From an optimization exercise on the open Yosys and OpenROAD flow, aimed at a short achievable clock period and few clock cycles; shortcuts taken in it are not production practice.
Only simulation tests tie the RTL to the original design; equivalence was not proved.
No driver is modelled on the clock port, so clocking that relies on it looks cheaper here than on a real chip.
Power figures rest on the tool's default switching activity, not on a simulated workload.

`flow/run.sh`:
```
#!/bin/bash
set -euo pipefail
W=$(pwd)
mkdir -p "$W/tmp" "$W/home"
export TMPDIR="$W/tmp" HOME="$W/home"
bash standard.sh SETUP_SLACK_MARGIN=6.5 POST_CTS_TCL="$W/flow/post_cts.tcl" finish > standard_flow.log 2>&1
```
`flow/post_cts.tcl`:
```
# Run after clock tree synthesis (POST_CTS_TCL). The port buffers that
# buffer_ports placed are small delay cells; make each a strong plain buffer,
# then repair timing once more without the footprint limit, and legalize.
foreach inst [get_cells -quiet {input* output*}] {
  if {[get_property $inst ref_name] ne "sky130_fd_sc_hd__buf_8"} {
    replace_cell $inst sky130_fd_sc_hd__buf_8
  }
}
estimate_parasitics -placement
repair_timing -setup_margin $::env(SETUP_SLACK_MARGIN) -repair_tns 100 -verbose
detailed_placement
check_placement -verbose
estimate_parasitics -placement
report_worst_slack
```
`standard.sh`:
```
#!/bin/bash
# synth_recipe.tcl (not shown) runs the flow's synth.tcl, then flattens the netlist and writes it again
# the make line also repeats each setting of config.mk as NAME=value (left out here)
make -C /OpenROAD-flow-scripts/flow DESIGN_CONFIG=/design/flow/config.mk WORK_HOME=/design/flow/orfs CLKGATE_MAP_FILE= SYNTH_SCRIPT=/design/flow/synth_recipe.tcl "${@:-finish}"
```
`config.mk`:
```
export PLATFORM = sky130hd
export DESIGN_NAME = processor
export DESIGN_NICKNAME = processor
export VERILOG_FILES = /design/flow/design.v
export SDC_FILE = /design/flow/constraint.sdc
export NUM_CORES = 4
export LEC_CHECK = 0
export ABC_CLOCK_PERIOD_IN_PS = 3000
export CAP_MARGIN = 20
export CORE_MARGIN = 2
export CORE_UTILIZATION = 40
export SLEW_MARGIN = 20
export TNS_END_PERCENT = 100
```
`constraint.sdc`:
```
create_clock -name core_clock -period 10.0 [get_ports {clock}]
set_input_delay 2.0000 -clock core_clock [delete_from_list [all_inputs] [get_ports {clock}]]
set_output_delay 2.0000 -clock core_clock [all_outputs]
set_load 0.01 [all_outputs]
```
`design.v`:
```
package proc_pkg;
    localparam int word_width     = 32;
    localparam int reg_addr_width = 5;
    localparam logic [4:0] op_rtype = 5'd0;
    localparam logic [4:0] op_j     = 5'd1;
    localparam logic [4:0] op_bne   = 5'd2;
    localparam logic [4:0] op_jal   = 5'd3;
    localparam logic [4:0] op_jr    = 5'd4;
    localparam logic [4:0] op_addi  = 5'd5;
    localparam logic [4:0] op_blt   = 5'd6;
    localparam logic [4:0] op_sw    = 5'd7;
    localparam logic [4:0] op_lw    = 5'd8;
    localparam logic [4:0] op_setx  = 5'd21;
    localparam logic [4:0] op_bex   = 5'd22;
endpackage
`timescale 1ns/1ps
module slt32 (
    input  logic [31:0] x,
    input  logic [31:0] y,
    output logic        lt
);
    logic [31:0] cl [0:5];
    logic [31:0] ce [0:5];
    always_comb begin
        cl[0] = ~(x ^ 32'h8000_0000) & (y ^ 32'h8000_0000);
        ce[0] = ~(x ^ y);
        for (int k = 0; k < 5; k++) begin
            cl[k+1] = '0;
            ce[k+1] = '0;
            for (int i = 0; i < (32 >> (k + 1)); i++) begin
                cl[k+1][i] = cl[k][2*i+1] | (ce[k][2*i+1] & cl[k][2*i]);
                ce[k+1][i] = ce[k][2*i+1] & ce[k][2*i];
            end
        end
    end
    assign lt = cl[5][0];
endmodule
`timescale 1ns/1ps
import proc_pkg::*;
module processor (
    input  logic        clock,
    input  logic        reset,
    output logic [31:0] address_imem,
    input  logic [31:0] q_imem,
    output logic [31:0] address_dmem,
    output logic [31:0] data,
    output logic        wren,
    input  logic [31:0] q_dmem
);
    logic [31:0] pc, ras;
    logic        fd_valid, fd_pred_taken;
    logic        fd_uses_rs, fd_uses_b, fd_use_imm, fd_writes;
    logic [4:0]  fd_b, fd_dest;
    logic [31:0] fd_ir, fd_pc, fd_pc1, fd_pc2, fd_ras, fd_btgt, fd_btgt1;
    logic        fd_c17, fd_c17_1;
    logic        dx_valid;
    logic        dx_add, dx_sub, dx_and, dx_or, dx_sll, dx_sra, dx_addi, dx_mem;
    logic        dx_lw, dx_sw, dx_bne, dx_blt, dx_bex, dx_jr, dx_const_op, dx_we;
    logic [3:0]  k_eq, k_ge;
    logic [2:0]  k_ne, k_lt;
    logic [1:0]  k_z, k_jr;
    logic        dx_sumop, dx_other;
    logic [31:0] dx_a, dx_opb, dx_b, dx_const, dx_alt, dx_alt1, dx_ras, dx_pc, dx_pc1;
    logic        dx_dep;
    logic [4:0]  dx_shamt, dx_dest;
    logic [1:0]  dx_code;
    logic        fa_m, fo_mp, fo_mn, fo_d, fb_m;
    logic        s_dd, s_md, s_dm, s_dmn, s_mm;
    logic        dx_cx;
    logic        xm_we, xm_exc, xm_lw, xm_wren, xm_cx, xm_a31, xm_o31;
    logic [31:0] xm_alu_n, xm_addr;
    logic [4:0]  xm_dest;
    logic [1:0]  xm_code;
    logic [31:0] xm_alu, xm_sd;
    logic        mw_we;
    logic [4:0]  mw_dest;
    logic [31:0] mw_result;
    logic [31:0] regs [1:31];
    logic        stall, redirect, replay, flush, reset_r, kill;
    logic [31:0] redirect_pc, redirect_pc1, kill_pc, kill_pc1;
    logic [4:0]  f_op, f_rd, f_rt, f_b;
    logic [31:0] pc1, ras1, f_btgt, f_btgt1, f_jtgt, f_jtgt1;
    logic        f_is_br, f_is_jd, f_is_jr, f_r;
    assign address_imem = pc;
    assign f_op = q_imem[31:27];
    assign f_rd = q_imem[26:22];
    assign f_rt = q_imem[16:12];
    assign f_r  = f_op == op_rtype;
    assign f_b  = f_r ? f_rt : (f_op == op_bex) ? 5'd30 : f_rd;
    logic [16:0] kg [0:5];
    logic [16:0] kp [0:5];
    logic [16:0] kh [0:5];
    logic [16:0] f_lo, f_lo1;
    logic [14:0] f_hi_p;
    always_comb begin
        kg[0] = pc1[16:0] & q_imem[16:0];
        kp[0] = pc1[16:0] ^ q_imem[16:0];
        kh[0] = kg[0] | {16'd0, kp[0][0]};
        for (int k = 0; k < 5; k++) begin
            for (int i = 0; i < 17; i++) begin
                if (i >= (1 << k)) begin
                    kg[k+1][i] = kg[k][i] | (kp[k][i] & kg[k][i - (1 << k)]);
                    kh[k+1][i] = kh[k][i] | (kp[k][i] & kh[k][i - (1 << k)]);
                    kp[k+1][i] = kp[k][i] & kp[k][i - (1 << k)];
                end else begin
                    kg[k+1][i] = kg[k][i];
                    kh[k+1][i] = kh[k][i];
                    kp[k+1][i] = kp[k][i];
                end
            end
        end
        f_lo  = kp[0] ^ {kg[5][15:0], 1'b0};
        f_lo1 = kp[0] ^ {kh[5][15:0], 1'b1};
    end
    assign f_hi_p  = pc1[31:17] + 15'd1;
    assign f_btgt  = {pc1[31:17], f_lo};
    logic f_wrap;
    assign f_wrap  = kh[5][16] && !kg[5][16];
    assign f_btgt1 = {({15{f_wrap}} & f_hi_p) | ({15{!f_wrap}} & pc1[31:17]), f_lo1};
    assign f_jtgt  = {5'd0, q_imem[26:0]};
    assign f_jtgt1 = {5'd0, q_imem[26:0]} + 32'd1;
    assign f_is_jd = f_op == op_j || f_op == op_jal || f_op == op_bex;
    assign f_is_br = f_op == op_bne || (f_op == op_blt && q_imem[16]);
    assign f_is_jr = f_op == op_jr;
    logic        s_red, s_fix, s_hold, s_norm, s_seq, far_fix;
    logic [31:0] pc_d, pc1_d, pc1_inc;
    logic s_kill;
    assign s_kill = !reset && kill;
    assign s_red  = !reset && !kill && replay;
    assign s_fix  = !reset && !flush && far_fix;
    assign s_hold = !reset && !flush && stall;
    assign s_norm = !reset && !flush && !stall && !far_fix;
    assign s_seq  = s_norm && !f_is_br && !f_is_jd && !f_is_jr;
    assign pc1_inc = pc1 + 32'd1;
    logic [31:0] pc_nr, pc1_nr;
    assign pc_d  = pc_nr;
    assign pc1_d = pc1_nr;
    logic        s_br;
    logic [31:0] pc_ot, pc1_ot;
    assign s_br   = s_norm && f_is_br;
    assign pc_nr  = s_br ? f_btgt : pc_ot;
    assign pc1_nr = s_br ? f_btgt1 : pc1_ot;
    assign pc_ot = ({32{s_kill}} & kill_pc) |
                  ({32{s_red}} & dx_pc) |
                  ({32{s_fix}} & fd_pc1) |
                  ({32{s_hold}} & pc) |
                  ({32{s_norm && f_is_jd}} & f_jtgt) |
                  ({32{s_norm && f_is_jr}} & ras) |
                  ({32{s_seq}} & pc1);
    assign pc1_ot = ({32{s_kill}} & kill_pc1) |
                   ({32{s_red}} & dx_pc1) |
                   ({32{s_fix}} & fd_pc2) |
                   ({32{s_hold}} & pc1) |
                   ({32{s_norm && f_is_jd}} & f_jtgt1) |
                   ({32{s_norm && f_is_jr}} & ras1) |
                   ({32{s_seq}} & pc1_inc) |
                   {31'd0, reset};
    always_ff @(posedge clock) begin
        pc  <= pc_d;
        pc1 <= pc1_d;
        if (reset) begin
            ras  <= '0;
            ras1 <= 32'd1;
        end else if (f_op == op_jal) begin
            ras  <= pc1;
            ras1 <= pc1_inc;
        end
        if (reset || flush || far_fix)
            fd_valid <= 1'b0;
        else if (!stall)
            fd_valid <= 1'b1;
    end
    always_ff @(posedge clock) begin
        if (!stall) begin
            fd_ir         <= q_imem;
            fd_pc         <= pc;
            fd_pc1        <= pc1;
            fd_pc2        <= pc1_inc;
            fd_btgt       <= f_btgt;
            fd_btgt1      <= f_btgt1;
            fd_c17        <= kg[5][16];
            fd_c17_1      <= kh[5][16];
            fd_ras        <= ras;
            fd_pred_taken <= f_is_br || f_is_jd || f_is_jr;
            fd_uses_rs    <= f_r || f_op == op_addi || f_op == op_sw || f_op == op_lw ||
                             f_op == op_bne || f_op == op_blt;
            fd_uses_b     <= f_r || f_op == op_sw || f_op == op_bne || f_op == op_blt ||
                             f_op == op_jr || f_op == op_bex;
            fd_use_imm    <= f_op == op_addi || f_op == op_sw || f_op == op_lw;
            fd_b          <= f_b;
            fd_writes     <= f_r || f_op == op_addi || f_op == op_lw || f_op == op_jal ||
                             f_op == op_setx;
            fd_dest       <= (f_op == op_jal) ? 5'd31 : (f_op == op_setx) ? 5'd30 : f_rd;
        end
    end
    logic [4:0]  d_op, d_rs, d_fn;
    logic [31:0] d_imm, d_ra, d_rb;
    logic        d_r, d_go, d_we;
    logic        xm_we_act;
    logic [4:0]  xm_dest_act;
    assign d_op  = fd_ir[31:27];
    assign d_rs  = fd_ir[21:17];
    assign d_fn  = fd_ir[6:2];
    assign d_imm = {{15{fd_ir[16]}}, fd_ir[16:0]};
    assign d_r   = d_op == op_rtype;
    assign d_we  = fd_writes && fd_dest != 5'd0;
    logic [31:0] m_result, m_val;
    assign xm_exc   = xm_cx && (xm_a31 == xm_o31) && (xm_alu[31] != xm_a31);
    assign m_val    = xm_lw ? q_dmem : xm_alu;
    assign m_result = xm_exc ? {30'd0, xm_code} : m_val;
    logic [31:0] rf_a, rf_b;
    assign rf_a = (d_rs == 5'd0) ? 32'd0 : regs[d_rs];
    assign rf_b = (fd_b == 5'd0) ? 32'd0 : regs[fd_b];
    assign d_ra = (xm_we && xm_dest == d_rs) ? m_val :
                  (mw_we && mw_dest == d_rs) ? mw_result : rf_a;
    assign d_rb = (xm_we && xm_dest == fd_b) ? m_val :
                  (mw_we && mw_dest == fd_b) ? mw_result : rf_b;
    assign stall = fd_valid && (dx_valid && dx_lw && dx_dest != 5'd0 &&
                                ((fd_uses_rs && d_rs == dx_dest) || (fd_uses_b && fd_b == dx_dest)) ||
                                xm_exc && (d_rs == 5'd30 || d_rs == xm_dest ||
                                           fd_b == 5'd30 || fd_b == xm_dest));
    assign d_go = fd_valid && !stall && !flush;
    logic [14:0] d_hi_p, d_hi_m, d_thi, d_thi1;
    logic [31:0] d_tgt, d_tgt1;
    logic        d_cond, d_far, d_pred;
    assign d_hi_p = fd_pc1[31:17] + 15'd1;
    assign d_hi_m = fd_pc1[31:17] - 15'd1;
    assign d_thi  = (fd_ir[16] == fd_c17) ? fd_pc1[31:17] : fd_c17 ? d_hi_p : d_hi_m;
    assign d_thi1 = (fd_ir[16] == fd_c17_1) ? fd_pc1[31:17] : fd_c17_1 ? d_hi_p : d_hi_m;
    assign d_tgt  = {d_thi, fd_btgt[16:0]};
    assign d_tgt1 = {d_thi1, fd_btgt1[16:0]};
    assign d_cond = d_op == op_bne || d_op == op_blt;
    assign d_far  = fd_ir[16] != fd_c17;
    assign d_pred  = fd_pred_taken && !(d_cond && d_far);
    assign far_fix = fd_valid && fd_pred_taken && d_cond && d_far && !stall && !flush;
    assign xm_we_act   = xm_we || xm_exc;
    assign xm_dest_act = xm_exc ? 5'd30 : xm_dest;
    logic dx_fwd_m, dx_fwd_x;
    assign dx_fwd_m = dx_valid && dx_we && !dx_lw;
    assign dx_fwd_x = dx_valid && (dx_add || dx_sub || dx_addi);
    logic a_m, a_x, o_m, b_m, b_x;
    logic [3:0] d_pair;
    assign d_pair = {a_m && b_m, !a_m && b_m, a_m && !b_m, !a_m && !b_m};
    assign a_m = fd_uses_rs && dx_fwd_m && d_rs != 5'd0 && d_rs == dx_dest;
    assign a_x = fd_uses_rs && dx_fwd_x && d_rs == 5'd30;
    assign b_m = fd_uses_b && dx_fwd_m && fd_b != 5'd0 && fd_b == dx_dest;
    assign b_x = fd_uses_b && dx_fwd_x && fd_b == 5'd30;
    assign o_m = !fd_use_imm && b_m;
    always_ff @(posedge clock) begin
        dx_valid    <= !reset && d_go;
        dx_add      <= d_r && d_fn == 5'd0;
        dx_sub      <= d_r && d_fn == 5'd1;
        dx_and      <= d_r && d_fn == 5'd2;
        dx_or       <= d_r && d_fn == 5'd3;
        dx_sll      <= d_r && d_fn == 5'd4;
        dx_sra      <= d_r && d_fn == 5'd5;
        dx_addi     <= d_op == op_addi;
        dx_mem      <= d_op == op_lw || d_op == op_sw;
        dx_lw       <= d_op == op_lw;
        dx_sw       <= d_op == op_sw;
        dx_bne      <= d_op == op_bne;
        dx_blt      <= d_op == op_blt;
        dx_bex      <= d_op == op_bex;
        dx_jr       <= d_op == op_jr;
        dx_const_op <= d_op == op_jal || d_op == op_setx;
        dx_we       <= d_we;
        dx_dest     <= fd_dest;
        dx_shamt    <= fd_ir[11:7];
        dx_code     <= (d_op == op_addi) ? 2'd2 : (d_fn == 5'd1) ? 2'd3 : 2'd1;
        dx_a        <= d_ra;
        dx_opb      <= fd_use_imm ? d_imm : (d_r && d_fn == 5'd1) ? ~d_rb : d_rb;
        dx_cx       <= (d_r && (d_fn == 5'd0 || d_fn == 5'd1)) || d_op == op_addi;
        dx_b        <= d_rb;
        dx_const    <= (d_op == op_jal) ? fd_pc1 : {5'd0, fd_ir[26:0]};
        dx_alt      <= d_pred ? fd_pc1 : d_tgt;
        dx_alt1     <= d_pred ? fd_pc2 : d_tgt1;
        dx_pc1      <= fd_pc1;
        k_eq <= {4{!reset && d_go && d_op == op_bne && d_pred}} & d_pair;
        k_ne <= {3{!reset && d_go && d_op == op_bne && !d_pred}} & d_pair[2:0];
        k_ge <= {4{!reset && d_go && d_op == op_blt && d_pred}} & d_pair;
        k_lt <= {3{!reset && d_go && d_op == op_blt && !d_pred}} & d_pair[2:0];
        k_z  <= {2{!reset && d_go && d_op == op_bex}} & {b_m, !b_m};
        k_jr <= {2{!reset && d_go && d_op == op_jr}} & {b_m, !b_m};
        dx_sumop    <= (d_r && d_fn == 5'd0) || d_op == op_addi || d_op == op_lw || d_op == op_sw;
        dx_ras      <= fd_ras;
        dx_pc       <= fd_pc;
        fa_m <= a_m;
        fo_mp <= o_m && !(d_r && d_fn == 5'd1);
        fo_mn <= o_m && (d_r && d_fn == 5'd1);
        fo_d  <= !o_m;
        fb_m <= b_m;
        s_dd  <= !a_m && !o_m;
        s_md  <= a_m && !o_m;
        s_dm  <= !a_m && o_m && !(d_r && d_fn == 5'd1);
        s_dmn <= !a_m && o_m && (d_r && d_fn == 5'd1);
        s_mm  <= a_m && o_m && !(d_r && d_fn == 5'd1);
        dx_dep <= a_m || a_x || b_m || b_x;
    end
    logic [31:0] x_a, x_opb, x_b, x_code32;
    logic [31:0] x_sum, x_other;
    assign x_code32 = {30'd0, xm_code};
    assign x_a   = fa_m ? xm_alu : dx_a;
    assign x_opb = ({32{fo_mp}} & xm_alu) | ({32{fo_mn}} & xm_alu_n) | ({32{fo_d}} & dx_opb);
    assign x_b   = fb_m ? xm_alu : dx_b;
    logic x_ok;
    assign replay = !kill && dx_valid && xm_exc && dx_dep;
    assign x_ok   = !kill && (dx_valid && !xm_exc || dx_valid && !dx_dep);
    logic [31:0] sum_dd, sum_md, sum_dm, sum_dmn, sum_mm;
    assign sum_dd  = dx_a + dx_opb + {31'd0, dx_sub};
    assign sum_md  = xm_alu + dx_opb + {31'd0, dx_sub};
    assign sum_dm  = dx_a + xm_alu;
    assign sum_dmn = dx_a + xm_alu_n + 32'd1;
    assign sum_mm  = xm_alu + xm_alu;
    assign x_sum   = ({32{s_dd}} & sum_dd) | ({32{s_md}} & sum_md) | ({32{s_dm}} & sum_dm) |
                     ({32{s_dmn}} & sum_dmn) | ({32{s_mm}} & sum_mm);
    always_comb begin
        x_other = '0;
        if (dx_and)      x_other = x_a & x_opb;
        if (dx_or)       x_other = x_a | x_opb;
        if (dx_sll)      x_other = x_a << dx_shamt;
        if (dx_sra)      x_other = $signed(x_a) >>> dx_shamt;
        if (dx_const_op) x_other = dx_const;
    end
    logic lt_dd, lt_md, lt_dm;
    slt32 u_lt_dd (.x(dx_b),   .y(dx_a),   .lt(lt_dd));
    slt32 u_lt_md (.x(dx_b),   .y(xm_alu), .lt(lt_md));
    slt32 u_lt_dm (.x(xm_alu), .y(dx_a),   .lt(lt_dm));
    logic eq_dd, eq_md, eq_dm;
    assign eq_dd = dx_b == dx_a;
    assign eq_md = dx_b == xm_alu;
    assign eq_dm = xm_alu == dx_a;
    assign redirect = !kill && !(xm_exc && dx_dep) &&
                      ((k_eq[0] && eq_dd) || (k_eq[1] && eq_md) || (k_eq[2] && eq_dm) || k_eq[3] ||
                       (k_ne[0] && !eq_dd) || (k_ne[1] && !eq_md) || (k_ne[2] && !eq_dm) ||
                       (k_ge[0] && !lt_dd) || (k_ge[1] && !lt_md) || (k_ge[2] && !lt_dm) || k_ge[3] ||
                       (k_lt[0] && lt_dd) || (k_lt[1] && lt_md) || (k_lt[2] && lt_dm) ||
                       (k_z[0] && dx_b == 32'd0) || (k_z[1] && xm_alu == 32'd0) ||
                       (k_jr[0] && dx_b != dx_ras) || (k_jr[1] && xm_alu != dx_ras));
    assign redirect_pc = dx_jr ? x_b : dx_alt;
    assign redirect_pc1 = dx_jr ? x_b + 32'd1 : dx_alt1;
    assign flush        = kill || replay;
    always_ff @(posedge clock) begin
        kill     <= !reset && redirect;
        kill_pc  <= redirect_pc;
        kill_pc1 <= redirect_pc1;
    end
    always_ff @(posedge clock) begin
        xm_we   <= !reset && x_ok && dx_we;
        xm_cx   <= !reset && x_ok && dx_cx;
        xm_a31  <= x_a[31];
        xm_o31  <= x_opb[31];
        xm_lw   <= !reset && x_ok && dx_lw;
        xm_wren <= !reset && x_ok && dx_sw;
        xm_dest <= dx_dest;
        xm_code <= dx_code;
        xm_alu   <= (dx_sumop || dx_sub) ? x_sum : x_other;
        xm_alu_n <= ~((dx_sumop || dx_sub) ? x_sum : x_other);
        xm_addr  <= dx_mem ? x_sum : 32'd0;
        xm_sd   <= x_b;
    end
    assign address_dmem = xm_addr;
    assign data         = xm_sd;
    assign wren         = xm_wren;
    always_ff @(posedge clock) begin
        mw_we     <= !reset && xm_we_act;
        mw_dest   <= xm_dest_act;
        mw_result <= m_result;
    end
    always_ff @(posedge clock) begin
        reset_r <= reset;
    end
    always_ff @(posedge clock) begin
        if (reset_r) begin
            for (int i = 1; i < 32; i++)
                regs[i] <= '0;
        end else if (mw_we) begin
            regs[mw_dest] <= mw_result;
        end
    end
endmodule
```
==> results of run 1 <==
critical path, stage by stage, from the launching register on:
cell and delay (ns):
dfxtp_4 0.45, buf_16 0.27, buf_16 0.25, mux4_2 0.54, mux4_2 0.59, mux2i_2 0.44
o221ai_1 0.43, xnor2_1 0.37, o21ai_0 0.12
kinds of logic (layout without fill, tap and decap cells):
| kind of cell | after synthesis | after routing | share of synthesized area |
|---|---|---|---|
| adders and majority gates | 250 | 250 | 0.03020 |
| buffers and inverters | 944 | 1162 | 0.03418 |
| xor gates and xnor gates | 363 | 363 | 0.03012 |
| other | 0 | 13 | 0 |
| muxes | 1062 | 1062 | 0.1859 |
| DFF | 1964 | 1964 | 0.4909 |
| and+or+nand+nor | 2688 | 2692 | 0.1336 |
| AOI/OAI and AO/OA | 1464 | 1464 | 0.09509 |
through the flow:
stage / power [mW] / area (sq um) / cells / setup WS (ns)
3_3_place_gp: 13.82 / 111200 / 11890 / 4.215
5_1_grt: 22.90 / 123500 / 12480 / 6.354
2_1_floorplan: 12.16 / 106100 / 8735 / 5.843
6_report: 22.27 / 123500 / 12490 / 6.345
3_5_place_dp: 13.85 / 111200 / 11890 / 4.272
per-layer routing:
layer  share of wire  global-route usage  vias to the layer above  routed length (um)
li1                -                   -                    32990                   -
met1            0.37              0.3856                    40130              157300
met4           0.066              0.1660                        6               27680
met5        0.000095                   0                        -                  40
met3           0.098             0.06302                     1076               41500
met2            0.46              0.4870                     4735              195400
final cells by class:
cell class              instances  share of cell area
diodes                         13           0.0002633
clock buffers                 282             0.04707
clock inverters               115            0.009682
inverters                     208            0.006451
multi-input cells            5831              0.4256
flip-flops and latches       1964              0.4214
well taps                    3515             0.03560
repair buffers                557             0.05391
worst max path at each step:
stage,depth (start not counted),slack (ns),endpoint,start
2_1_floorplan,10,5.84,flop,q_imem[1]
3_3_place_gp,9,4.21,flop,q_imem[0]
3_5_place_dp,9,4.27,flop,q_imem[0]
5_1_grt,16,6.35,xm_alu[24]$_DFF_P_,dx_a[0]$_DFF_P_
6_report,8,6.34,dx_opb[6]$_DFF_P_,flop
power breakdown:
group          total (mW)  internal (mW)  switching, mW
logic                4.56           1.89           2.66
clock network        7.97           4.41           3.56
registers            9.74           9.14          0.601
placed cells by master, fill, tap and decap left out, types with 65 or more instances in the layout:
cell type and instances:
a21o_1 73, a21oi_1 329, a221oi_1 97, a222oi_1 74, a22o_1 65, and2_1 1011, buf_4 283, buf_8 169
clkbuf_16 218, dfxtp_1 601, dfxtp_2 75, edfxtp_1 1249, ha_1 189, inv_1 192, mux2_2 168, mux2i_1 174
mux4_2 702, nand2_1 562, nand3_1 139, nand4_1 68, nor2_1 417, nor3_1 84, o21ai_0 210, xnor2_1 203
xor2_1 155
==> impl_metrics.ini, run 1 <==
[outcome]
status = no timing/DRC/antenna violations

[setup_path]
critPathMaxFanout = 22
critPathKind = flop to flop
worstRegToRegCells = 8
end_kind = flop
cp.required_ns = 10.77
rrSetupSlack_ns = 6.34
crit_arrival_ns = 4.43
timing.rr.end = dx_opb[6]$_DFF_P_
start_kind = flop

[routing]
routed_wl_mm = 422.0
avgRoutedWirePerCell_um = 33.80
num_vias = 78930
drtIter0Drc = 10340
drc_errors = 0
drt-vias-per-instance = 6.322
antenna_left = 0
first_pass_iters = 9

[floorplanning]
initial_core_util = 0.4021
die_x_um = 517.7
die-area_sq_mm = 0.2680
num_rows = 188
core_area_sq_mm = 0.2625
fp.dieH_um = 517.7
io_pins = 163

[timing]
post-route-period-util = 0.3655
fin_worst_skew_ns = 0.08372
slew_violations = 0
min_period_ns = 3.655
hold_viol_final = 0
fmax_mhz = 273.6
finalSetupViolations = 0
relSlewSlack = 0.2188
worst_pin_slew_ns = 1.171
rsz0062_at_grt = yes
tns_ns = 0
whs_ns = 0.2795

[run]
cap_violations = 0

[global_route]
overflow = 0
grt_usage = 0.3041
grt_pass1_wl_mm = 585.3
grt_pass1_vias = 77430
grt_start_max_net_pins = 80
grt_antenna_before_repair = 20

[final_layout]
multi_input_area_sq_mm = 0.05259
sequential_cell_area_sq_mm = 0.05206
fin_util = 0.4706
layout.nets = 9091
drive_gt1_frac = 0.2576
syn2layout_area_growth_pct = 17.03
fill_cells = 23310
largest_register_ffs = 1024
largest_register = regs

[logic_synthesis]
yosysWarnings = 7
syn_inst = 8735
ys_types = 93
synthTopCellsByCount = edfxtp_1 (1249), and2_1 (1017), dfxtp_1 (715)
avgSynthCellArea_sq_um = 12.09
yosysSeqAreaShare = 0.4909
synth.most_common_cell = edfxtp_1
syn_nets = 9051
async_flop_share = 0
synth_flop_cell = edfxtp_1
synthTopCellsByArea = edfxtp_1 (36%), mux4_2 (15%), dfxtp_1 (14%)
netlist.area_leader.share = 0.3553
ys_ff_latch = 1964
syn_area_sq_mm = 0.1056
synth-edff-count = 1249
yosysTopAreaCell = edfxtp_1

[placement]
dp_hpwl_mm = 271.1
place_congestion = 0.9864
port_buffers = 162

[power_and_ir_drop]
power_density_mw_per_mm2 = 180.3
irDropWorstVdd_mv = 0.2033
p_leak_nw = 45.64

[min_path]
min_from = fd_ras[2]$_DFFE_PN_
whs_path_depth = 0
hp-class = flop to flop
hold-path-endpoint = dx_ras[2]$_DFF_P_

[clocking]
clk_pin_slew_ns = 0.06
clkSinkCount = 1964
cts_tree = done
clock_latency_ns = 0.92
Testbench counts, summed over its fixed seeds: cycles 42,155.
==> run 2: changes to the inputs <==
--- a/design.v
+++ b/design.v
@@ -52,7 +52,7 @@
     logic        fd_uses_rs, fd_uses_b, fd_use_imm, fd_writes;
     logic [4:0]  fd_b, fd_dest;
     logic [31:0] fd_ir, fd_pc, fd_pc1, fd_pc2, fd_ras, fd_btgt, fd_btgt1;
-    logic        fd_c17, fd_c17_1;
+    logic        fd_c17, fd_c17_1, fd_far;
     logic        dx_valid;
     logic        dx_add, dx_sub, dx_and, dx_or, dx_sll, dx_sra, dx_addi, dx_mem;
     logic        dx_lw, dx_sw, dx_bne, dx_blt, dx_bex, dx_jr, dx_const_op, dx_we;
@@ -179,6 +179,7 @@
             fd_btgt       <= f_btgt;
             fd_btgt1      <= f_btgt1;
             fd_c17        <= kg[5][16];
+            fd_far        <= f_is_br && (q_imem[16] != kg[5][16]);
             fd_c17_1      <= kh[5][16];
             fd_ras        <= ras;
             fd_pred_taken <= f_is_br || f_is_jd || f_is_jr;
@@ -222,17 +223,15 @@
     assign d_go = fd_valid && !stall && !flush;
     logic [14:0] d_hi_p, d_hi_m, d_thi, d_thi1;
     logic [31:0] d_tgt, d_tgt1;
-    logic        d_cond, d_far, d_pred;
+    logic        d_pred;
     assign d_hi_p = fd_pc1[31:17] + 15'd1;
     assign d_hi_m = fd_pc1[31:17] - 15'd1;
     assign d_thi  = (fd_ir[16] == fd_c17) ? fd_pc1[31:17] : fd_c17 ? d_hi_p : d_hi_m;
     assign d_thi1 = (fd_ir[16] == fd_c17_1) ? fd_pc1[31:17] : fd_c17_1 ? d_hi_p : d_hi_m;
     assign d_tgt  = {d_thi, fd_btgt[16:0]};
     assign d_tgt1 = {d_thi1, fd_btgt1[16:0]};
-    assign d_cond = d_op == op_bne || d_op == op_blt;
-    assign d_far  = fd_ir[16] != fd_c17;
-    assign d_pred  = fd_pred_taken && !(d_cond && d_far);
-    assign far_fix = fd_valid && fd_pred_taken && d_cond && d_far && !stall && !flush;
+    assign d_pred  = fd_pred_taken && !fd_far;
+    assign far_fix = fd_valid && fd_far && !stall && !flush;
     assign xm_we_act   = xm_we || xm_exc;
     assign xm_dest_act = xm_exc ? 5'd30 : xm_dest;
     logic dx_fwd_m, dx_fwd_x;
==> impl_metrics.ini, run 2 <==
[final_layout]
mostFrequentLayoutCells = edfxtp_1 (1250), and2_1 (1021), mux4_2 (702)
syn2layout_area_growth_pct = 16.71
fill_cells = 23200
drive_gt1_frac = 0.2554
mostFrequentLayoutCell = edfxtp_1
layout.nets = 9039
largest_register_ffs = 1024
largest_register = regs

[placement]
dp_hpwl_mm = 273.5
port_buffers = 162
place_congestion = 0.9763
pre_cts_ws_ns = 4.619

[logic_synthesis]
netlist.area_leader.share = 0.3549
synth_flop_cell = edfxtp_1
synth-edff-count = 1250
ys_ff_latch = 1965
synthTopCellsByCount = edfxtp_1 (1250), and2_1 (1024), dfxtp_1 (715)
syn_inst = 8692
yosysTopAreaCell = edfxtp_1
syn_area_sq_mm = 0.1058
ys_types = 98
avgSynthCellArea_sq_um = 12.17
yosysWarnings = 7
async_flop_share = 0
syn_nets = 9008
synthTopCellsByArea = edfxtp_1 (35%), mux4_2 (15%), dfxtp_1 (14%)
synth.most_common_cell = edfxtp_1
yosysSeqAreaShare = 0.4902

[timing]
hold_viol_final = 0
postLayoutSetupSlackWorst_ns = 6.377
tns_ns = 0
post-route-period-util = 0.3623
rsz0062_at_grt = yes
fmax_mhz = 276.0
worst_pin_slew_ns = 1.230
slew_violations = 0
finalSetupViolations = 0
fin_worst_skew_ns = 0.07989
min_period_ns = 3.623
relSlewSlack = 0.1698

[min_path]
min_from = fd_ras[20]$_DFFE_PN_
whs_path_depth = 0
hp-class = flop to flop

[floorplanning]
io_pins = 163
die-area_sq_mm = 0.2685
initial_core_util = 0.4025
fp.dieH_um = 518.2
num_rows = 188
die_x_um = 518.2
core_area_sq_mm = 0.2627

[clocking]
clk_pin_slew_ns = 0.07
cts_tree = done
clock_latency_ns = 0.91
clkSinkCount = 1965

[power_and_ir_drop]
p_leak_nw = 45.83
power_switching_share = 0.3014
pwr-share-comb = 0.198
power_density_mw_per_mm2 = 180.7
p_switching_mw = 6.722
seqPwrFrac = 0.439
power_frac_clock = 0.363
irDropWorstVdd_mv = 0.1911
power.internal_mw = 15.58

[global_route]
grt_start_max_net_pins = 130
grt_pass1_vias = 76460
overflow = 0
grt_antenna_before_repair = 27
grt_usage = 0.3019
grt_pass1_wl_mm = 583.0

[setup_path]
critPathMaxFanout = 3
crit_arrival_ns = 4.42
start_kind = flop
crit_family = compound AO/OA/AOI/OAI gates
startpoint = dx_sub$_DFF_P_
critPathKind = flop to flop
cp.buffers_inverters = 3
cp_slowest_cell = a222oi_1
r2r_start = dx_sub$_DFF_P_
cpMostUsedCell = fa_2
worst-path-stages = 14
worstRegToRegCells = 14
max_stage_delay_ns = 0.57
end_kind = flop
crit_path_end = xm_addr[18]$_SDFF_PN0_
cp.required_ns = 10.80
timing.rr.end = xm_addr[18]$_SDFF_PN0_
path_cells = buf_6, fa_2, inv_2, fa_2, nor2b_4, o2111a_2, o31ai_4, a211o_4, nand2_2, xor2_1, a222oi_1, o221ai_2, buf_4, and2_4
rrSetupSlack_ns = 6.38

[routing]
drtIter0Drc = 10620
routed_wl_mm = 418.9
drc_errors = 0
avgRoutedWirePerCell_um = 33.67
drt-vias-per-instance = 6.349
first_pass_iters = 8
antenna_left = 0
num_vias = 78990

[run]
cap_violations = 0

[outcome]
status = no timing/DRC/antenna violations
run 2: cell types whose count changed in the layout (fill, tap and decap cells not counted), moves of 15 or more:
cell	delta
nor3_1	-15
a221o_1	+21
a31oi_1	-36
a222oi_1	-33
a22oi_1	+27
mux2_2	+16
nor2_1	-38
o21ai_0	-15
mux2i_1	-23
o31a_1	+16
nand2b_1	+16
run 2: cell families after synthesis:
group	after synthesis	share of synthesized area
adders and majority gates	250	0.03014
DFF	1965	0.4902
AOI/OAI and AO/OA	1442	0.09530
muxes	1061	0.1857
buffers and inverters	949	0.03510
and+or+nand+nor	2650	0.1324
xor gates and xnor gates	375	0.03105
run 2: worst register-to-register path: stages (launching register included):
cell and delay, ns:
dfxtp_4 0.38, buf_6 0.14, fa_2 0.42, inv_2 0.08, fa_2 0.23, nor2b_4 0.05, o2111a_2 0.28, o31ai_4 0.31
a211o_4 0.24, nand2_2 0.06, xor2_1 0.14, a222oi_1 0.57, o221ai_2 0.28, buf_4 0.22, and2_4 0.14
run 2: power by group through the flow:
stage                     clock (mW)  combinational (mW)  sequential (mW)
after floorplan                    0                2.56             9.53
after global placement             0                3.83             9.89
after detailed placement           0                3.85             9.91
after global routing            8.48                4.62             9.81
final                           8.11                4.41             9.78
run 2: stage by stage:
stage | utilization | total power, mW | std cells | hold WS, ns | area (sq um)
finish | 0.4698 | 22.30 | 12440 | 0.3065 | 123400
global route | 0.4696 | 22.92 | 12430 | 0.3050 | 123400
detailed placement | 0.4233 | 13.76 | 11850 | 0.3197 | 111200
global placement | 0.4232 | 13.72 | 11850 | 0.3122 | 111200
floorplan | - | 12.09 | 8692 | 0.3096 | 106200
run 2: layout make-up:
class	instances	area, sq um	share of cell area
Clock buffer	275	5675	0.04598
Sequential cell	1965	52100	0.4221
Multi-Input combinational cell	5781	52370	0.4242
Tap cell	3515	4398	0.03563
Inverter	206	813.3	0.006589
Timing Repair Buffer	558	6610	0.05355
Clock inverter	121	1418	0.01149
Antenna cell	21	52.55	0.0004257
run 2: how the worst min path moves through the flow:
stage | end | slack [ns]
3_3_place_gp | xm_code[1]$_DFF_P_ | 0.31
6_report | dx_ras[20]$_DFF_P_ | 0.31
5_1_grt | dx_ras[20]$_DFF_P_ | 0.31
3_5_place_dp | xm_code[0]$_DFF_P_ | 0.32
2_1_floorplan | xm_code[0]$_DFF_P_ | 0.31
run 2: per-layer routing:
layer  vias up  routed length, um  GRT usage
met5         -                 46          0
met4         8              25190     0.1541
met3      1051              41000    0.05914
met2      4879             190700     0.4734
met1     40280             162000     0.3981
li1      32770                  -          -
Testbench counts of run 2, summed over its fixed seeds: cycles 42,155.
==> run 3: changes to the inputs <==
--- a/config.mk
+++ b/config.mk
@@ -9,5 +9,6 @@
 export CAP_MARGIN = 20
 export CORE_MARGIN = 2
 export CORE_UTILIZATION = 40
+export PLACE_DENSITY = 0.75
 export SLEW_MARGIN = 20
 export TNS_END_PERCENT = 100
==> impl_metrics.ini, run 3 <==
[setup_path]
cp.buffers_inverters = 4
cp_slowest_cell = fa_2
start_kind = flop
crit_arrival_ns = 4.50
cp.required_ns = 10.77
worstRegToRegCells = 15
path_cells = buf_6, fa_2, inv_2, fa_2, nor2b_2, o31a_1, o31a_1, a211oi_4, o31a_1, buf_4, buf_6, o21ai_4, a41oi_2, mux2i_2, o21a_2
timing.rr.end = xm_addr[30]$_SDFF_PN0_
worst-path-stages = 15
max_stage_delay_ns = 0.36
r2r_start = dx_a[0]$_DFF_P_
critPathKind = flop to flop
crit_family = compound AO/OA/AOI/OAI gates
rrSetupSlack_ns = 6.27
startpoint = dx_a[0]$_DFF_P_
critPathMaxFanout = 3
cpMostUsedCell = o31a_1
end_kind = flop

[min_path]
hold-path-endpoint = dx_pc[15]$_DFF_P_
min_from = fd_pc[15]$_DFFE_PN_
hp-class = flop to flop
whs_path_depth = 0

[logic_synthesis]
synthTopCellsByCount = edfxtp_1 (1250), and2_1 (1024), dfxtp_1 (715)
yosysTopAreaCell = edfxtp_1
syn_area_sq_mm = 0.1058
avgSynthCellArea_sq_um = 12.17
netlist.area_leader.share = 0.3549
syn_nets = 9008
synth_flop_cell = edfxtp_1
yosysWarnings = 7
async_flop_share = 0
synthTopCellsByArea = edfxtp_1 (35%), mux4_2 (15%), dfxtp_1 (14%)
ys_types = 98
ys_ff_latch = 1965
synth-edff-count = 1250
yosysSeqAreaShare = 0.4902
synth.most_common_cell = edfxtp_1
syn_inst = 8692

[routing]
drc_errors = 0
num_vias = 80560
drtIter0Drc = 12070
first_pass_iters = 10
antenna_left = 0
avgRoutedWirePerCell_um = 32.29
routed_wl_mm = 400.9
drt-vias-per-instance = 6.489

[placement]
pre_cts_ws_ns = 4.612
place_congestion = 1.002
port_buffers = 162
dp_hpwl_mm = 263.5

[global_route]
grt_pass1_wl_mm = 565.8
grt_usage = 0.2882
grt_antenna_before_repair = 25
grt_pass1_vias = 78400
overflow = 0
grt_start_max_net_pins = 141

[clocking]
clk_pin_slew_ns = 0.06
clkSinkCount = 1965
cts_tree = done
clock_latency_ns = 0.90

[timing]
worst_pin_slew_ns = 1.227
hold_viol_final = 0
rsz0062_at_grt = yes
relSlewSlack = 0.1806
post-route-period-util = 0.3725
fmax_mhz = 268.5
finalSetupViolations = 0
slew_violations = 0
fin_worst_skew_ns = 0.07170
min_period_ns = 3.725
postLayoutSetupSlackWorst_ns = 6.275
tns_ns = 0

[floorplanning]
core_area_sq_mm = 0.2627
num_rows = 188
initial_core_util = 0.4025
die_x_um = 518.2
die-area_sq_mm = 0.2685
io_pins = 163
fp.dieH_um = 518.2

[final_layout]
drive_gt1_frac = 0.2519
mostFrequentLayoutCells = edfxtp_1 (1250), and2_1 (1023), mux4_2 (702)
syn2layout_area_growth_pct = 16.02
layout.nets = 9029
largest_register_ffs = 1024
mostFrequentLayoutCell = edfxtp_1
largest_register = regs

[power_and_ir_drop]
p_leak_nw = 45.58
irDropWorstVdd_mv = 0.1889
power_density_mw_per_mm2 = 178.5

[run]
cap_violations = 0

[outcome]
status = no timing/DRC/antenna violations
-- run 3: cell count changes in the layout (fill, tap and decap cells not counted), sizes merged, moves of 4 or more --
cell | before | now
bufbuf | 6 | 2
diode | 21 | 13
clkinv | 86 | 75
buf | 544 | 551
clkbuf | 283 | 278
bufinv | 22 | 17
-- run 3: cells by family after synthesis --
family / count (synthesis) / synth area share
multiplexers: 1061 / 0.1857
XOR/XNOR: 375 / 0.03105
AND/OR/NAND/NOR: 2650 / 0.1324
flip-flops: 1965 / 0.4902
AO/OA/AOI/OAI: 1442 / 0.09530
adder cells (fa/ha/maj): 250 / 0.03014
buffers and inverters: 949 / 0.03510
-- run 3: how the worst max path moves through the flow --
stage,endpoint
floorplan,pc[13]$_DFF_P_
global placement,flop
detailed placement,flop
global route,xm_addr[24]$_SDFF_PN0_
finish,xm_addr[30]$_SDFF_PN0_
-- run 3: cell type report --
class	count	area (sq um)
fillers	22870	140000
multi-input cells	5778	52160
flip-flops and latches	1965	52100
repair buffers	559	6489
clock buffers	272	5492
well taps	3515	4398
clock inverters	107	1236
inverters	206	803.3
diodes	13	32.53
-- run 3: layer usage --
metal	GRT usage	vias to the layer above	wire length, um
met3	0.06955	1372	48630
met5	0	-	62
li1	-	32730	-
met4	0.1794	8	29750
met2	0.4480	6311	180200
met1	0.3622	40130	142300
-- run 3: metrics by stage --
| step | instance area, sq um | hold WS (ns) | power (mW) | instances | utilization |
|---|---|---|---|---|---|
| 2_1_floorplan | 106200 | 0.3096 | 12.09 | 8692 | - |
| 3_5_place_dp | 111000 | 0.3207 | 13.68 | 11850 | 0.4226 |
| 5_1_grt | 122700 | 0.3269 | 22.45 | 12410 | 0.4669 |
| 6_report | 122700 | 0.3126 | 21.90 | 12420 | 0.4670 |
| 3_3_place_gp | 111000 | 0.3155 | 13.60 | 11850 | 0.4226 |
-- run 3: power by group --
part / internal, mW / switching (mW) / leakage (nW) / total (mW)
registers: 9.13 / 0.642 / 19.2 / 9.78
logic: 1.85 / 2.54 / 23.2 / 4.39
clock network: 4.33 / 3.41 / 3.24 / 7.74
total: 15.3 / 6.59 / 45.6 / 21.9
==> run 4: changes to the inputs <==
==> flow/run.sh (replaced) <==
#!/bin/bash
set -euo pipefail
W=$(pwd)
mkdir -p "$W/tmp" "$W/home"
export TMPDIR="$W/tmp" HOME="$W/home"
bash standard.sh SETUP_SLACK_MARGIN=7 POST_CTS_TCL="$W/flow/post_cts.tcl" finish > standard_flow.log 2>&1
--- a/config.mk
+++ b/config.mk
@@ -9,6 +9,5 @@
 export CAP_MARGIN = 20
 export CORE_MARGIN = 2
 export CORE_UTILIZATION = 40
-export PLACE_DENSITY = 0.75
 export SLEW_MARGIN = 20
 export TNS_END_PERCENT = 100
==> impl_metrics.ini, run 4 <==
[placement]
port_buffers = 162
pre_cts_ws_ns = 4.695
dpl.cell_count = 11840
dpl-instance-area_sq_mm = 0.1113
dp_hpwl_mm = 266.5
place_congestion = 0.9827

[global_route]
grt_antenna_before_repair = 26
grt_start_max_net_pins = 66
grt_pass1_wl_mm = 614.2
overflow = 0
grt_usage = 0.3202
grt_pass1_vias = 80400

[logic_synthesis]
synth_top_family_by_area = multiplexers
avgSynthCellArea_sq_um = 12.17
synthTopCellsByArea = edfxtp_1 (35%), mux4_2 (15%), dfxtp_1 (14%)
syn_inst = 8692
synthAdderAreaFrac = 0.03014
post_synth_xor_area_fraction = 0.03105
yosys.area_share.simple = 0.1324
syn_nets = 9008
synth_flop_cell = edfxtp_1
muxShareOfSynthArea = 0.1857
ys_types = 98
syn_area_sq_mm = 0.1058
synth.most_common_cell = edfxtp_1
yosysTopAreaCell = edfxtp_1
netlist.area_leader.share = 0.3549
async_flop_share = 0
ys_ff_latch = 1965
yosysWarnings = 7
synth_compound_area_frac = 0.09530
yosysSeqAreaShare = 0.4902
synth-edff-count = 1250
synthTopCellsByCount = edfxtp_1 (1250), and2_1 (1024), dfxtp_1 (715)

[floorplanning]
num_rows = 188
fp.dieH_um = 518.2
core_area_sq_mm = 0.2627
initial_core_util = 0.4025
io_pins = 163
die_x_um = 518.2
die-area_sq_mm = 0.2685

[final_layout]
largest_register = regs
fill_cells = 22190
drive_gt1_frac = 0.3389
mostFrequentLayoutCells = edfxtp_1 (1250), and2_1 (1020), mux4_2 (702)
largest_register_ffs = 1024
layout.nets = 9440
mostFrequentLayoutCell = edfxtp_1
final_area_sq_mm = 0.1330
finalNonFillerCells = 12830
syn2layout_area_growth_pct = 25.75

[setup_path]
max_stage_delay_ns = 0.43
cpMostUsedCell = o31a_1
worstRegToRegCells = 15
cp_slowest_cell = fa_2
start_kind = flop
critPathKind = flop to flop
path_cells = fa_2, inv_2, fa_2, nor2b_4, o31a_1, o31a_1, a211oi_4, buf_6, o31a_1, buf_4, buf_6, o21ai_4, a41oi_2, mux2i_2, o21a_2
end_kind = flop
cp.required_ns = 10.79
crit_arrival_ns = 4.50
critPathMaxFanout = 4

[routing]
drt-vias-per-instance = 6.431
avgRoutedWirePerCell_um = 34.92
num_vias = 82530
first_pass_iters = 13
routed_wl_mm = 448.1
drtIter0Drc = 11980
drc_errors = 0
antenna_left = 0

[clocking]
clk_pin_slew_ns = 0.06
clock_latency_ns = 0.92
clkSinkCount = 1965
cts_tree = done

[timing]
min_period_ns = 3.706
fmax_mhz = 269.8
tns_ns = 0
fin_worst_skew_ns = 0.1111
finalSetupViolations = 0
hold_viol_final = 0
rsz0062_at_grt = yes
worst_pin_slew_ns = 1.239
slew_violations = 0
postLayoutSetupSlackWorst_ns = 6.294
post-route-period-util = 0.3706
relSlewSlack = 0.1731

[min_path]
hp-class = flop to flop
whs_path_depth = 0

[outcome]
status = no timing/DRC/antenna violations

[power_and_ir_drop]
p_leak_nw = 49.73
power_density_mw_per_mm2 = 172.9
irDropWorstVdd_mv = 0.1909

[run]
cap_violations = 0
==> run 4: cell counts after synthesis <==
No cell type changed its count.
==> run 4: worst max-delay path: cells and delay by family (launching register included) <==
kind,cells,cell delay [ns]
buffers and inverters,4,0.48
adders and majority gates,2,0.67
and+or+nand+nor,1,0.05
DFF,1,0.39
AOI/OAI and AO/OA,7,1.67
muxes,1,0.34
==> run 4: routing by layer <==
metal / GRT usage / wire [um] / part of all wire / up-vias
li1: - / - / - / 33660
met1: 0.4038 / 162800 / 0.36 / 41860
met2: 0.4934 / 199900 / 0.45 / 5619
met3: 0.07730 / 50470 / 0.11 / 1364
met4: 0.2045 / 34720 / 0.077 / 22
met5: 0 / 148 / 0.00033 / -
==> run 4: stage by stage <==
| stage | util | hold slack, ns | total power [mW] |
|---|---|---|---|
| after floorplan | - | 0.3096 | 12.13 |
| after global placement | 0.4234 | 0.3193 | 13.72 |
| after detailed placement | 0.4236 | 0.3189 | 13.76 |
| after global routing | 0.5061 | 0.3255 | 23.60 |
| final | 0.5062 | 0.3095 | 23.00 |
==> run 4: cells by family after synthesis <==
group	after synthesis
mux	1061
buf+inv	949
flops	1965
fa+ha+maj	250
simple gates	2650
xor+xnor	375
compound gates	1442
==> run 4: layout make-up <==
cell class,count,area [sq um],area share
Timing Repair Buffer,956,12750,0.09583
Clock inverter,113,1276,0.009596
Clock buffer,278,5843,0.04393
Inverter,206,817.0,0.006143
Tap cell,3515,4398,0.03307
Sequential cell,1965,52280,0.3931
Multi-Input combinational cell,5787,55610,0.4181
Antenna cell,12,30.03,0.0002258
==> run 4: power breakdown <==
group          internal, mW  switching [mW]  total [mW]
Clock                  4.51            3.53        8.04
Sequential             9.15           0.675        9.82
Combinational          2.30            2.84        5.14
Total                  16.0            7.05        23.0
==> run 4: path summary, 6_finish.rpt <==
path / start / to / slack (ns)
setup reg to reg: dx_a[0]$_DFF_P_ / xm_addr[30]$_SDFF_PN0_ / 6.29
hold reg to reg: fd_pc[15]$_DFFE_PN_ / dx_pc[15]$_DFF_P_ / 0.31
hold / removal: fd_pc[15]$_DFFE_PN_ / dx_pc[15]$_DFF_P_ / 0.31
setup / recovery: dx_a[0]$_DFF_P_ / xm_addr[30]$_SDFF_PN0_ / 6.29
==> run 5: changes to the inputs <==
--- a/design.v
+++ b/design.v
@@ -65,7 +65,7 @@
     logic [4:0]  dx_shamt, dx_dest;
     logic [1:0]  dx_code;
     logic        fa_m, fo_mp, fo_mn, fo_d, fb_m;
-    logic        s_dd, s_md, s_dm, s_dmn, s_mm;
+    logic        s_dd, s_md, s_ddn, s_mdn, s_dm, s_dmn, s_mm;
     logic        dx_cx;
     logic        xm_we, xm_exc, xm_lw, xm_wren, xm_cx, xm_a31, xm_o31;
     logic [31:0] xm_alu_n, xm_addr;
@@ -267,7 +267,7 @@
         dx_shamt    <= fd_ir[11:7];
         dx_code     <= (d_op == op_addi) ? 2'd2 : (d_fn == 5'd1) ? 2'd3 : 2'd1;
         dx_a        <= d_ra;
-        dx_opb      <= fd_use_imm ? d_imm : (d_r && d_fn == 5'd1) ? ~d_rb : d_rb;
+        dx_opb      <= fd_use_imm ? d_imm : d_rb;
         dx_cx       <= (d_r && (d_fn == 5'd0 || d_fn == 5'd1)) || d_op == op_addi;
         dx_b        <= d_rb;
         dx_const    <= (d_op == op_jal) ? fd_pc1 : {5'd0, fd_ir[26:0]};
@@ -288,8 +288,10 @@
         fo_mn <= o_m && (d_r && d_fn == 5'd1);
         fo_d  <= !o_m;
         fb_m <= b_m;
-        s_dd  <= !a_m && !o_m;
-        s_md  <= a_m && !o_m;
+        s_dd  <= !a_m && !o_m && !(d_r && d_fn == 5'd1);
+        s_md  <= a_m && !o_m && !(d_r && d_fn == 5'd1);
+        s_ddn <= !a_m && !o_m && (d_r && d_fn == 5'd1);
+        s_mdn <= a_m && !o_m && (d_r && d_fn == 5'd1);
         s_dm  <= !a_m && o_m && !(d_r && d_fn == 5'd1);
         s_dmn <= !a_m && o_m && (d_r && d_fn == 5'd1);
         s_mm  <= a_m && o_m && !(d_r && d_fn == 5'd1);
@@ -300,17 +302,22 @@
     assign x_code32 = {30'd0, xm_code};
     assign x_a   = fa_m ? xm_alu : dx_a;
     assign x_opb = ({32{fo_mp}} & xm_alu) | ({32{fo_mn}} & xm_alu_n) | ({32{fo_d}} & dx_opb);
+    logic x_o31;
+    assign x_o31 = fo_mp ? xm_alu[31] : fo_mn ? !xm_alu[31] : dx_opb[31] ^ dx_sub;
     assign x_b   = fb_m ? xm_alu : dx_b;
     logic x_ok;
     assign replay = !kill && dx_valid && xm_exc && dx_dep;
     assign x_ok   = !kill && (dx_valid && !xm_exc || dx_valid && !dx_dep);
-    logic [31:0] sum_dd, sum_md, sum_dm, sum_dmn, sum_mm;
-    assign sum_dd  = dx_a + dx_opb + {31'd0, dx_sub};
-    assign sum_md  = xm_alu + dx_opb + {31'd0, dx_sub};
+    logic [31:0] sum_dd, sum_md, sum_ddn, sum_mdn, sum_dm, sum_dmn, sum_mm;
+    assign sum_dd  = dx_a + dx_opb;
+    assign sum_md  = xm_alu + dx_opb;
+    assign sum_ddn = dx_a + ~dx_opb + 32'd1;
+    assign sum_mdn = xm_alu + ~dx_opb + 32'd1;
     assign sum_dm  = dx_a + xm_alu;
     assign sum_dmn = dx_a + xm_alu_n + 32'd1;
     assign sum_mm  = xm_alu + xm_alu;
-    assign x_sum   = ({32{s_dd}} & sum_dd) | ({32{s_md}} & sum_md) | ({32{s_dm}} & sum_dm) |
+    assign x_sum   = ({32{s_dd}} & sum_dd) | ({32{s_md}} & sum_md) | ({32{s_ddn}} & sum_ddn) |
+                     ({32{s_mdn}} & sum_mdn) | ({32{s_dm}} & sum_dm) |
                      ({32{s_dmn}} & sum_dmn) | ({32{s_mm}} & sum_mm);
     always_comb begin
         x_other = '0;
@@ -347,7 +354,7 @@
         xm_we   <= !reset && x_ok && dx_we;
         xm_cx   <= !reset && x_ok && dx_cx;
         xm_a31  <= x_a[31];
-        xm_o31  <= x_opb[31];
+        xm_o31  <= x_o31;
         xm_lw   <= !reset && x_ok && dx_lw;
         xm_wren <= !reset && x_ok && dx_sw;
         xm_dest <= dx_dest;
==> flow/run.sh (replaced) <==
#!/bin/bash
set -euo pipefail
W=$(pwd)
mkdir -p "$W/tmp" "$W/home"
export TMPDIR="$W/tmp" HOME="$W/home"
bash standard.sh SETUP_SLACK_MARGIN=6.5 POST_CTS_TCL="$W/flow/post_cts.tcl" finish > standard_flow.log 2>&1
==> impl_metrics.ini, run 5 <==
[global_route]
grt_pass1_wl_mm = 624.2
grt_start_max_net_pins = 84
grt_antenna_before_repair = 33
grt_usage = 0.3142
grt_pass1_vias = 81990
overflow = 0

[power_and_ir_drop]
power_density_mw_per_mm2 = 184.3
power_switching_share = 0.3197
pwr-share-comb = 0.242
seqPwrFrac = 0.414
irDropWorstVdd_mv = 0.1879
p_leak_nw = 48.08
p_switching_mw = 7.561
power_mw = 23.65
power_frac_clock = 0.344
power.internal_mw = 16.09

[setup_path]
start_kind = flop
end_kind = flop
critPathMaxFanout = 10
crit_family = compound AO/OA/AOI/OAI gates
max_stage_delay_ns = 0.44
path_cells = inv_1, ha_4, and3_1, nand4_1, a211o_1, buf_4, nor2_1, a21oi_4, xnor2_1, a211o_1, a211o_1, a221o_2, and2_1
critPathKind = flop to flop
crit_arrival_ns = 4.55
cp.buffers_inverters = 2
cp_slowest_cell = dfxtp_4
cp.required_ns = 10.83
cpMostUsedCell = a211o_1

[placement]
port_buffers = 162
dp_hpwl_mm = 287.3
dpl-instance-area_sq_mm = 0.1146
place_congestion = 1.002
pre_cts_ws_ns = 4.492

[timing]
relSlewSlack = 0.2361
fin_worst_skew_ns = 0.09076
slew_violations = 0
worst_pin_slew_ns = 1.114
finalSetupViolations = 0
whs_ns = 0.3153
hold_viol_final = 0
rsz0062_at_grt = yes
min_period_ns = 3.716
fmax_mhz = 269.1
tns_ns = 0
post-route-period-util = 0.3716
postLayoutSetupSlackWorst_ns = 6.284

[logic_synthesis]
async_flop_share = 0
netlist.area_leader.share = 0.3438
ys_ff_latch = 1967
yosysSeqAreaShare = 0.4753
syn_area_sq_mm = 0.1092
synthTopCellsByArea = edfxtp_1 (34%), mux4_2 (14%), dfxtp_1 (13%)
yosysTopAreaCell = edfxtp_1
synth.most_common_cell = edfxtp_1
syn_inst = 9326
syn_nets = 9706
synthTopCellsByCount = edfxtp_1 (1250), and2_1 (1035), dfxtp_1 (717)
synth_flop_cell = edfxtp_1
avgSynthCellArea_sq_um = 11.71
yosysWarnings = 7
synth-edff-count = 1250
ys_types = 99

[final_layout]
mostFrequentLayoutCells = edfxtp_1 (1250), and2_1 (1031), mux4_2 (689)
fill_cells = 24050
layout.nets = 9773
syn2layout_area_growth_pct = 17.54
final_area_sq_mm = 0.1283
drive_gt1_frac = 0.2588
mostFrequentLayoutCell = edfxtp_1
largest_register_ffs = 1024
largest_register = regs

[min_path]
hp-class = flop to flop

[routing]
routed_wl_mm = 449.4
drtIter0Drc = 12000
first_pass_iters = 9
antenna_left = 0
avgRoutedWirePerCell_um = 34.15
num_vias = 84280
drt-vias-per-instance = 6.405
drc_errors = 0

[run]
cap_violations = 0

[floorplanning]
fp.dieH_um = 526.4
num_rows = 191
core_area_sq_mm = 0.2712
die_x_um = 526.4
die-area_sq_mm = 0.2771
io_pins = 163
initial_core_util = 0.4025

[outcome]
status = no timing/DRC/antenna violations

[clocking]
clkSinkCount = 1967
cts_tree = done
clock_latency_ns = 0.96
clk_pin_slew_ns = 0.06
-- run 5: final cells by class --
cell class                      count  area, sq um  share of cell area
Antenna cell                       12        30.03           0.0002340
Clock buffer                      305         6282             0.04896
Clock inverter                    103        833.3            0.006495
Inverter                          290         1121            0.008737
Multi-Input combinational cell   6291        56200              0.4380
Sequential cell                  1967        52180              0.4067
Tap cell                         3570         4467             0.03481
Timing Repair Buffer              620         7186             0.05600
Timing Repair inverter              1        7.507          0.00005851
-- run 5: logic make-up after synthesis --
kind of cell,Yosys count,share of synthesized area
AOI/OAI and AO/OA,1645,0.1028
xor gates and xnor gates,346,0.02776
adders and majority gates,314,0.03654
buffers and inverters,1069,0.03758
DFF,1967,0.4753
muxes,1111,0.1836
and+or+nand+nor,2874,0.1364
-- run 5: final timing paths --
path	start	endpoint	slack (ns)	cells after the start
worst max-delay path	dx_opb[16]$_DFF_P_	xm_addr[30]$_SDFF_PN0_	6.28	13
worst min-delay path	fd_pc[5]$_DFFE_PN_	dx_pc[5]$_DFF_P_	0.32	0
worst max register to register	dx_opb[16]$_DFF_P_	xm_addr[30]$_SDFF_PN0_	6.28	13
worst min register to register	fd_pc[5]$_DFFE_PN_	dx_pc[5]$_DFF_P_	0.32	0
-- run 5: per-layer routing --
layer / GRT usage / wire (um)
met1: 0.4019 / 168600
met4: 0.1791 / 30370
met3: 0.06920 / 46360
met5: 0 / 132
met2: 0.4921 / 203900
-- run 5: worst register-to-register path, cell delays in order, from the launching register on --
cell	delay (ns)
dfxtp_4	0.44
inv_1	0.15
ha_4	0.37
and3_1	0.25
nand4_1	0.25
a211o_1	0.39
buf_4	0.17
nor2_1	0.18
a21oi_4	0.10
xnor2_1	0.14
a211o_1	0.29
a211o_1	0.24
a221o_2	0.44
and2_1	0.21
-- run 5: metrics by stage --
step / utilization / std cells
global route: 0.4729 / 13150
detailed placement: 0.4225 / 12500
floorplan: - / 9326
global placement: 0.4224 / 12500
finish: 0.4730 / 13160
-- run 5: power groups by stage --
stage	clock [mW]	combinational, mW	sequential, mW
after global placement	0	4.72	9.89
after global routing	8.48	5.99	9.82
after floorplan	0	3.10	9.55
after detailed placement	0	4.73	9.91
final	8.13	5.73	9.79
Testbench counts of run 5, summed over its fixed seeds: cycles 42,155.

-- port drivers added, routing unchanged --
How much do the figures lean on ideal ports? The routed layouts below were timed once more, with nothing changed but the port constraints.
Step 1: set_driving_cell puts a clkbuf_16 on clock and a buf_2 on each other input, an assumption about the parent block.
Step 2, shift: input delay + t, output delay - t, t = (earliest + latest rising clock arrival at the registers) / 2. This alone moves slack from input paths to output paths.
a / b / c = ideal ports / drivers / drivers and shift; a / b = the first two.
run | t (ns) | slack for setup (ns) | worst setup path at the end | worst data-port slew with drivers (ns)
run 1 | 0.975 | 6.345 / 6.345 / 5.475 | input to register | 0.10
run 2 | 0.969 | 6.377 / 6.377 / 5.645 | input to register | 0.25
run 3 | 0.961 | 6.275 / 6.275 / 5.640 | input to register | 0.26
run 4 | 0.978 | 6.294 / 6.294 / 5.719 | input to register | 0.13
run 5 | 1.003 | 6.284 / 6.284 / 5.624 | input to register | 0.15
After both steps every run listed still meets setup and hold. For run 1, which loses most, drivers alone change the setup slack by 0.000 ns; drivers and shift together by -0.870 ns.
